This design comes from an exercise in tuning for small area and a short achievable clock period on the open sky130 flow, not from production work. The RTL was checked by simulation tests, not by an equivalence proof against the original design. Power is estimated from default activity; no workload was simulated.

<file path="flow/run.sh">
#!/bin/bash
# synth_recipe.tcl (not shown) runs the flow's synth.tcl, then flattens the netlist and writes it again
# the make line also repeats each setting of config.mk as NAME=value (left out here)
make -C /OpenROAD-flow-scripts/flow DESIGN_CONFIG=/design/flow/config.mk WORK_HOME=/design/flow/orfs CLKGATE_MAP_FILE= SYNTH_SCRIPT=/design/flow/synth_recipe.tcl finish
</file>
<file path="flow/config.mk">
export PLATFORM = sky130hd
export DESIGN_NAME = rs_top
export DESIGN_NICKNAME = rs_top
export VERILOG_FILES = /design/flow/design.v
export SDC_FILE = /design/flow/constraint.sdc
export NUM_CORES = 4
export LEC_CHECK = 0
export CAP_MARGIN = 20
export CORE_MARGIN = 2
export CORE_UTILIZATION = 40
export SLEW_MARGIN = 20
</file>
<file path="flow/constraint.sdc">
create_clock -name core_clock -period 19.0 [get_ports {clk}]
set_input_delay 3.8000 -clock core_clock [delete_from_list [all_inputs] [get_ports {clk}]]
set_output_delay 3.8000 -clock core_clock [all_outputs]
set_load 0.01 [all_outputs]
</file>
<file path="flow/design.v">
package rs_pkg;
    typedef logic [6-1:0] preg_t;
    typedef logic [32-1:0] data_t;
    typedef logic [7-1:0] rob_idx_t;
    typedef logic [4-1:0] alu_op_t;
    typedef logic [$clog2(8)-1:0] rs_idx_t;
    typedef logic [8-1:0]         rs_mask_t;
    typedef logic [$clog2(8+1)-1:0] rs_count_t;
endpackage
`timescale 1ns/1ps
module rs_alloc (
    input  rs_pkg::rs_mask_t free_mask,
    output logic             alloc_valid,
    output rs_pkg::rs_idx_t  alloc_idx
);
    always_comb begin
        alloc_valid = 1'b0;
        alloc_idx   = '0;
        for (int i = 8 - 1; i >= 0; i--) begin
            if (free_mask[i]) begin
                alloc_valid = 1'b1;
                alloc_idx   = rs_pkg::rs_idx_t'(i);
            end
        end
    end
endmodule
`timescale 1ns/1ps
module rs_select (
    input  rs_pkg::rs_mask_t                         ready_mask,
    input  logic [8-1:0][7-1:0] entry_age,
    output logic                                     sel_valid,
    output rs_pkg::rs_idx_t                          sel_idx
);
    always_comb begin
        rs_pkg::rob_idx_t best_age;
        best_age  = '1;
        sel_valid = 1'b0;
        sel_idx   = '0;
        for (int i = 0; i < 8; i++) begin
            if (ready_mask[i]) begin
                if (!sel_valid || entry_age[i] < best_age) begin
                    sel_valid = 1'b1;
                    sel_idx   = rs_pkg::rs_idx_t'(i);
                    best_age  = entry_age[i];
                end
            end
        end
    end
endmodule
`timescale 1ns/1ps
module rs_entry_file (
    input  logic               clk,
    input  logic               rst,
    input  logic               flush,
    input  logic               dispatch_valid,
    input  rs_pkg::preg_t      dispatch_prs1,
    input  rs_pkg::preg_t      dispatch_prs2,
    input  rs_pkg::preg_t      dispatch_prd,
    input  rs_pkg::data_t      dispatch_src1_value,
    input  rs_pkg::data_t      dispatch_src2_value,
    input  logic               dispatch_src1_ready,
    input  logic               dispatch_src2_ready,
    input  rs_pkg::alu_op_t    dispatch_op,
    input  rs_pkg::rob_idx_t   dispatch_rob_idx,
    input  logic               cdb_valid,
    input  rs_pkg::preg_t      cdb_tag,
    input  rs_pkg::data_t      cdb_data,
    input  logic               issue_ack,
    output logic               issue_valid,
    output rs_pkg::preg_t      issue_prd,
    output rs_pkg::data_t      issue_src1,
    output rs_pkg::data_t      issue_src2,
    output rs_pkg::alu_op_t    issue_op,
    output rs_pkg::rob_idx_t   issue_rob_idx,
    output rs_pkg::rs_count_t  free_count,
    output logic               full,
    output logic               empty,
    output rs_pkg::rs_mask_t   sched_free_mask,
    output rs_pkg::rs_mask_t   sched_ready_mask,
    output logic [8-1:0][7-1:0] sched_entry_age,
    input  logic               sched_alloc_valid,
    input  rs_pkg::rs_idx_t    sched_alloc_idx,
    input  logic               sched_sel_valid,
    input  rs_pkg::rs_idx_t    sched_sel_idx
);
    rs_pkg::rs_mask_t valid;
    rs_pkg::rs_mask_t issued;                   
    rs_pkg::preg_t    prs1     [8];
    rs_pkg::preg_t    prs2     [8];
    rs_pkg::preg_t    prd      [8];
    rs_pkg::data_t    src1_val [8];
    rs_pkg::data_t    src2_val [8];
    rs_pkg::rs_mask_t src1_rdy;
    rs_pkg::rs_mask_t src2_rdy;
    rs_pkg::alu_op_t  op       [8];
    rs_pkg::rob_idx_t rob_idx  [8];
    logic dispatch_fire;
    logic issue_fire;
    assign dispatch_fire = dispatch_valid && sched_alloc_valid;   
    assign issue_fire    = issue_valid && issue_ack;
    assign sched_free_mask  = ~valid;
    assign sched_ready_mask = valid & ~issued & src1_rdy & src2_rdy;
    always_comb begin
        for (int i = 0; i < 8; i++) sched_entry_age[i] = rob_idx[i];
    end
    assign issue_valid   = sched_sel_valid;
    assign issue_prd     = prd[sched_sel_idx];
    assign issue_src1    = src1_val[sched_sel_idx];
    assign issue_src2    = src2_val[sched_sel_idx];
    assign issue_op      = op[sched_sel_idx];
    assign issue_rob_idx = rob_idx[sched_sel_idx];
    always_comb begin
        free_count = '0;
        for (int i = 0; i < 8; i++) begin
            free_count = free_count + rs_pkg::rs_count_t'(sched_free_mask[i]);
        end
    end
    assign full  = (free_count == '0);
    assign empty = (free_count == rs_pkg::rs_count_t'(8));
    always_ff @(posedge clk) begin
        if (rst || flush) begin
            valid  <= '0;
            issued <= '0;
        end else begin
            if (issue_fire) issued[sched_sel_idx] <= 1'b1;
            for (int i = 0; i < 8; i++) begin
                if (cdb_valid && valid[i] && issued[i] && prd[i] == cdb_tag) begin
                    valid[i]  <= 1'b0;              
                    issued[i] <= 1'b0;
                end
            end
            if (dispatch_fire) begin
                valid[sched_alloc_idx]  <= 1'b1;
                issued[sched_alloc_idx] <= 1'b0;
            end
        end
    end
    always_ff @(posedge clk) begin
        for (int i = 0; i < 8; i++) begin
            if (cdb_valid && valid[i] && !issued[i]) begin
                if (!src1_rdy[i] && prs1[i] == cdb_tag) begin
                    src1_val[i] <= cdb_data;
                    src1_rdy[i] <= 1'b1;
                end
                if (!src2_rdy[i] && prs2[i] == cdb_tag) begin
                    src2_val[i] <= cdb_data;
                    src2_rdy[i] <= 1'b1;
                end
            end
        end
        if (dispatch_fire) begin
            prs1[sched_alloc_idx]     <= dispatch_prs1;
            prs2[sched_alloc_idx]     <= dispatch_prs2;
            prd[sched_alloc_idx]      <= dispatch_prd;
            op[sched_alloc_idx]       <= dispatch_op;
            rob_idx[sched_alloc_idx]  <= dispatch_rob_idx;
            src1_val[sched_alloc_idx] <= dispatch_src1_value;
            src2_val[sched_alloc_idx] <= dispatch_src2_value;
            src1_rdy[sched_alloc_idx] <= dispatch_src1_ready;
            src2_rdy[sched_alloc_idx] <= dispatch_src2_ready;
            if (cdb_valid && !dispatch_src1_ready && dispatch_prs1 == cdb_tag) begin
                src1_val[sched_alloc_idx] <= cdb_data;
                src1_rdy[sched_alloc_idx] <= 1'b1;
            end
            if (cdb_valid && !dispatch_src2_ready && dispatch_prs2 == cdb_tag) begin
                src2_val[sched_alloc_idx] <= cdb_data;
                src2_rdy[sched_alloc_idx] <= 1'b1;
            end
        end
    end
endmodule
`timescale 1ns/1ps
module rs_top (
    input  logic               clk,
    input  logic               rst,
    input  logic               flush,
    input  logic               dispatch_valid,
    input  rs_pkg::preg_t      dispatch_prs1,
    input  rs_pkg::preg_t      dispatch_prs2,
    input  rs_pkg::preg_t      dispatch_prd,
    input  rs_pkg::data_t      dispatch_src1_value,
    input  rs_pkg::data_t      dispatch_src2_value,
    input  logic               dispatch_src1_ready,
    input  logic               dispatch_src2_ready,
    input  rs_pkg::alu_op_t    dispatch_op,
    input  rs_pkg::rob_idx_t   dispatch_rob_idx,
    input  logic               cdb_valid,
    input  rs_pkg::preg_t      cdb_tag,
    input  rs_pkg::data_t      cdb_data,
    input  logic               issue_ack,
    output logic               issue_valid,
    output rs_pkg::preg_t      issue_prd,
    output rs_pkg::data_t      issue_src1,
    output rs_pkg::data_t      issue_src2,
    output rs_pkg::alu_op_t    issue_op,
    output rs_pkg::rob_idx_t   issue_rob_idx,
    output rs_pkg::rs_count_t  free_count,
    output logic               full,
    output logic               empty
);
    rs_pkg::rs_mask_t                         free_mask;
    rs_pkg::rs_mask_t                         ready_mask;
    logic [8-1:0][7-1:0] entry_age;
    logic                                     alloc_valid;
    rs_pkg::rs_idx_t                          alloc_idx;
    logic                                     sel_valid;
    rs_pkg::rs_idx_t                          sel_idx;
    rs_alloc u_alloc (
        .free_mask   (free_mask),
        .alloc_valid (alloc_valid),
        .alloc_idx   (alloc_idx)
    );
    rs_select u_select (
        .ready_mask (ready_mask),
        .entry_age  (entry_age),
        .sel_valid  (sel_valid),
        .sel_idx    (sel_idx)
    );
    rs_entry_file u_entries (
        .clk                 (clk),
        .rst                 (rst),
        .flush               (flush),
        .dispatch_valid      (dispatch_valid),
        .dispatch_prs1       (dispatch_prs1),
        .dispatch_prs2       (dispatch_prs2),
        .dispatch_prd        (dispatch_prd),
        .dispatch_src1_value (dispatch_src1_value),
        .dispatch_src2_value (dispatch_src2_value),
        .dispatch_src1_ready (dispatch_src1_ready),
        .dispatch_src2_ready (dispatch_src2_ready),
        .dispatch_op         (dispatch_op),
        .dispatch_rob_idx    (dispatch_rob_idx),
        .cdb_valid           (cdb_valid),
        .cdb_tag             (cdb_tag),
        .cdb_data            (cdb_data),
        .issue_ack           (issue_ack),
        .issue_valid         (issue_valid),
        .issue_prd           (issue_prd),
        .issue_src1          (issue_src1),
        .issue_src2          (issue_src2),
        .issue_op            (issue_op),
        .issue_rob_idx       (issue_rob_idx),
        .free_count          (free_count),
        .full                (full),
        .empty               (empty),
        .sched_free_mask     (free_mask),
        .sched_ready_mask    (ready_mask),
        .sched_entry_age     (entry_age),
        .sched_alloc_valid   (alloc_valid),
        .sched_alloc_idx     (alloc_idx),
        .sched_sel_valid     (sel_valid),
        .sched_sel_idx       (sel_idx)
    );
endmodule
</file>
==> notes.md <==
- Sum Neg Setup Slack: 0 ns
- Critical path endpoint: issue_src1[9]
- R2R Path End: u_entries.issued[4]
- Reg-to-reg setup timing slack: 4.72 ns
- DRC violations left: 0
- Leakage power: 16.8 nW
- H-tree levels: 3
- Post-route ant nets: 0
- Via count: 30300
- Syn Std Cell Area: 39400 um^2
- Required @ worst endpoint: 15.20 ns
- Synth area leaders: edfxtp_1 (57%), a21oi_1 (7.1%), nor2_1 (5.9%)
- Crit-path slowest cell: clkdlybuf4s50_1
- Fin crit period: 18.08 ns
- Yosys top cell by area: edfxtp_1
- Worst Tran Pin Value: 1.22 ns
- Worst hold path type: reg -> reg
- Yosys reg bits: 776
- Vias in the first global route: 28300
- FFs w/ async S/R, synth: 0%
- Final GP Congestion: 0.907
- Total of warnings raised by yosys: 3
- Starting density of the core: 40.2%
- Share of cells above drive strength 1: 8.17%
- Worst EP arrival: 14.28 ns
- R2R depth: 73
- Clock skew: 0.0311 ns
- Crit Path Max Fanout: 20
- Global-route wire length before repair: 185000 um
- Core Area: 98000 um^2
- Max-cap violation count: 0
- Number of synthesized flops with an enable pin: 744
- HPWL Detailed: 73000 um
- CTS Buf Count: 82
- Ports: 227
- Gr usage total: 24.2%
- Die area: 101000 um^2
- Netlist cell types: 92
- Startpoint types: flip-flop
- Synth Flop Type: edfxtp_1
- Vias per Instance: 5.85
- Area Growth Syn to Fin: 17.3%
- Largest net degree at the start of global routing: 163
- Worst-path clk slew: 0.06 ns
- DR pass1 iterations: 6
- CP endpoint kind: output port
- Pre-CTS setup slack: 0.115 ns
- Fin. Hold Viols: 0
- Slowest stage delay, CP: 0.56 ns
- Crit-path most repeated cell: nand2_1
- Critical setup path kind: reg -> out
- Top-count cell post-synth: edfxtp_1
- Finished Layout Cells: 5180
- Initial antenna violation count: 3
- Slew Viols, Final: 0
- Sequential cell area fraction in the yosys report: 58.4%
- Synthesized area per cell: 10.7 um^2
- IO Port Bufs: 226
- Number of hold buffers added after CTS: 0
- Final setup violation count: 0
- Die width: 318 um
- Crit path from: u_entries.src2_rdy[0]
- Final wirelength: 129000 um
- RSZ-0062 raised after global routing: no
- WL per Instance: 24.9 um
- Iteration-0 DRC Markers: 3195
- Post-Syn Instances: 3689
- Rows: 115
- Nets@finish: 3999
- Syn_nets: 3864
- Filler cell count: 8973
- Slew margin rel.: 18.8%
- RR Startpoint: u_entries.src2_rdy[0]
- Pwr Density: 82.1 nW/um^2
- Worst setup margin: 0.925 ns
- Clock Latency Late Sink: 0.66 ns
- Die Span Y: 318 um
- Outcome: timing/DRC/antenna clean
- Peak supply drop: 0.0000660 V
- CTS tree: done
- Most frequent cells after synthesis: edfxtp_1 (744), nor2_1 (617), a21oi_1 (561)
- Share of the synthesized area in the top cell type: 56.7%
- Fmax: 0.0553 GHz
- Total placed cells including tap cells: 4987
- Final period utilization: 95.1%
- Global route overflow: 0
- CTS max path bufs: 3
- Clock root buffer: clkbuf_16
- Clk sink count: 776
## timing repair
item,in CTS,in global routing
cloned,0,8
setup buffers,1,31
pin swaps,1,8
resized for setup,4,45
hold endpoints to repair,0,0
endpoints found under the setup margin,81,81
## worst min-delay path by stage
stage,from,end,slack (ns),cells after the start
after CTS,u_entries.src1_rdy[3],u_entries.src1_rdy[3],0.50,2
final,u_entries.src1_rdy[3],u_entries.src1_rdy[3],0.50,2
after detailed placement,u_entries.src1_rdy[3],u_entries.src1_rdy[3],0.48,2
after global routing,u_entries.issued[4],u_entries.issued[4],0.53,1
after global placement,u_entries.src2_rdy[3],u_entries.src2_rdy[3],0.48,2
after floorplan,u_entries.src1_rdy[3],u_entries.src1_rdy[3],0.46,2
## report_power, final
group          internal, mW  switching (mW)
Sequential             1.90          0.0102
Clock                 0.911           0.691
Combinational         0.113           0.163
## per-stage QoR
| step | power, mW | utilization, % | hold slack (ns) | instance area, um^2 |
|---|---|---|---|---|
| finish | 3.79 | 47.1 | 0.503 | 46200 |
| global route | 3.90 | 47.1 | 0.526 | 46200 |
| CTS | 3.81 | 46.5 | 0.496 | 45600 |
| detailed placement | 2.22 | 43.8 | 0.478 | 42900 |
| global placement | 2.22 | 43.8 | 0.477 | 42900 |
| floorplan | 2.09 | - | 0.457 | 39400 |
## critical path, delay by kind of cell (launching register included)
family / cells / cell delay (ns)
mux: 3 / 0.59
buf+inv: 9 / 1.84
fa+ha+maj: 8 / 2.04
simple gates: 23 / 3.67
compound gates: 26 / 5.04
flops: 1 / 0.42
## flip-flops by register name, indices dropped and copies added, names as in the netlist
signal / cells
u_entries.src1_val: 256
u_entries.src2_val: 256
u_entries.rob_idx: 56
u_entries.prd: 48
u_entries.prs1: 48
u_entries.prs2: 48
u_entries.op: 32
u_entries.issued: 8
u_entries.src1_rdy: 8
u_entries.src2_rdy: 8
u_entries.valid: 8
## metal layers
metal  up-vias  part of all wire [%]  GRT usage (%)
met4         2                   3.0           7.76
met3       210                   8.6           3.50
met5         -                 0.010              0
met2      1453                    47           39.5
li1      13800                     -              -
met1     14900                    41           33.4
## cell usage in the layout (no fill, tap or decap), types with 24 or more instances in the layout
| cell type | count |
|---|---|
| or3_1 | 24 |
| xnor2_1 | 72 |
| xor2_1 | 91 |
| clkinv_1 | 26 |
| nor4_1 | 28 |
| inv_1 | 46 |
| clkdlybuf4s50_1 | 224 |
| nand2_1 | 389 |
| a32o_1 | 73 |
| buf_4 | 82 |
| ha_1 | 32 |
| nand3_1 | 92 |
| edfxtp_1 | 744 |
| clkbuf_16 | 89 |
| nor2_1 | 605 |
| a31oi_1 | 95 |
| o21ai_0 | 30 |
| mux2i_1 | 231 |
| a21oi_1 | 557 |
| dfxtp_1 | 30 |
## cell type report
| cell class | count | area, um^2 | share of cell area, % |
|---|---|---|---|
| repair inverters | 2 | 17.5 | 0.0379 |
| inverters | 50 | 218 | 0.471 |
| flip-flops and latches | 776 | 23000 | 49.8 |
| multi-input cells | 2582 | 15400 | 33.3 |
| clock buffers | 99 | 2170 | 4.70 |
| well taps | 1287 | 1610 | 3.49 |
| clock inverters | 52 | 458 | 0.992 |
| repair buffers | 330 | 3340 | 7.24 |
| diodes | 2 | 5.00 | 0.0108 |
## cells by family after synthesis
logic type      count (synthesis)  synth area share, %
compound gates                872                 13.5
flops                         776                 58.4
buf+inv                       331                 3.41
simple gates                 1269                 13.7
mux                           237                 6.06
xor+xnor                      163                 3.63
fa+ha+maj                      41                 1.35

re-timing with driven ports:
How much do the figures lean on ideal ports? The routed layout below was timed once more, with nothing changed but the port constraints. Step 1, drivers: a clkbuf_16 drives clk and a buf_2 each remaining input, both assumed. Step 2, shift: input delay + t, output delay - t, t = (earliest + latest rising clock arrival at the registers) / 2. This alone moves slack from input paths to output paths. a / b / c = ideal / step 1 / step 2; a / b = the first two.
shift t [ns]: 0.717
setup WS [ns]: 0.925 / 0.850 / 1.567
worst setup path at the end: register to output
pins driven straight from the clock port: 1
After both steps setup and hold are still met in this run. The setup slack of this run moves by -0.075 ns with the drivers and by +0.642 ns with both steps.
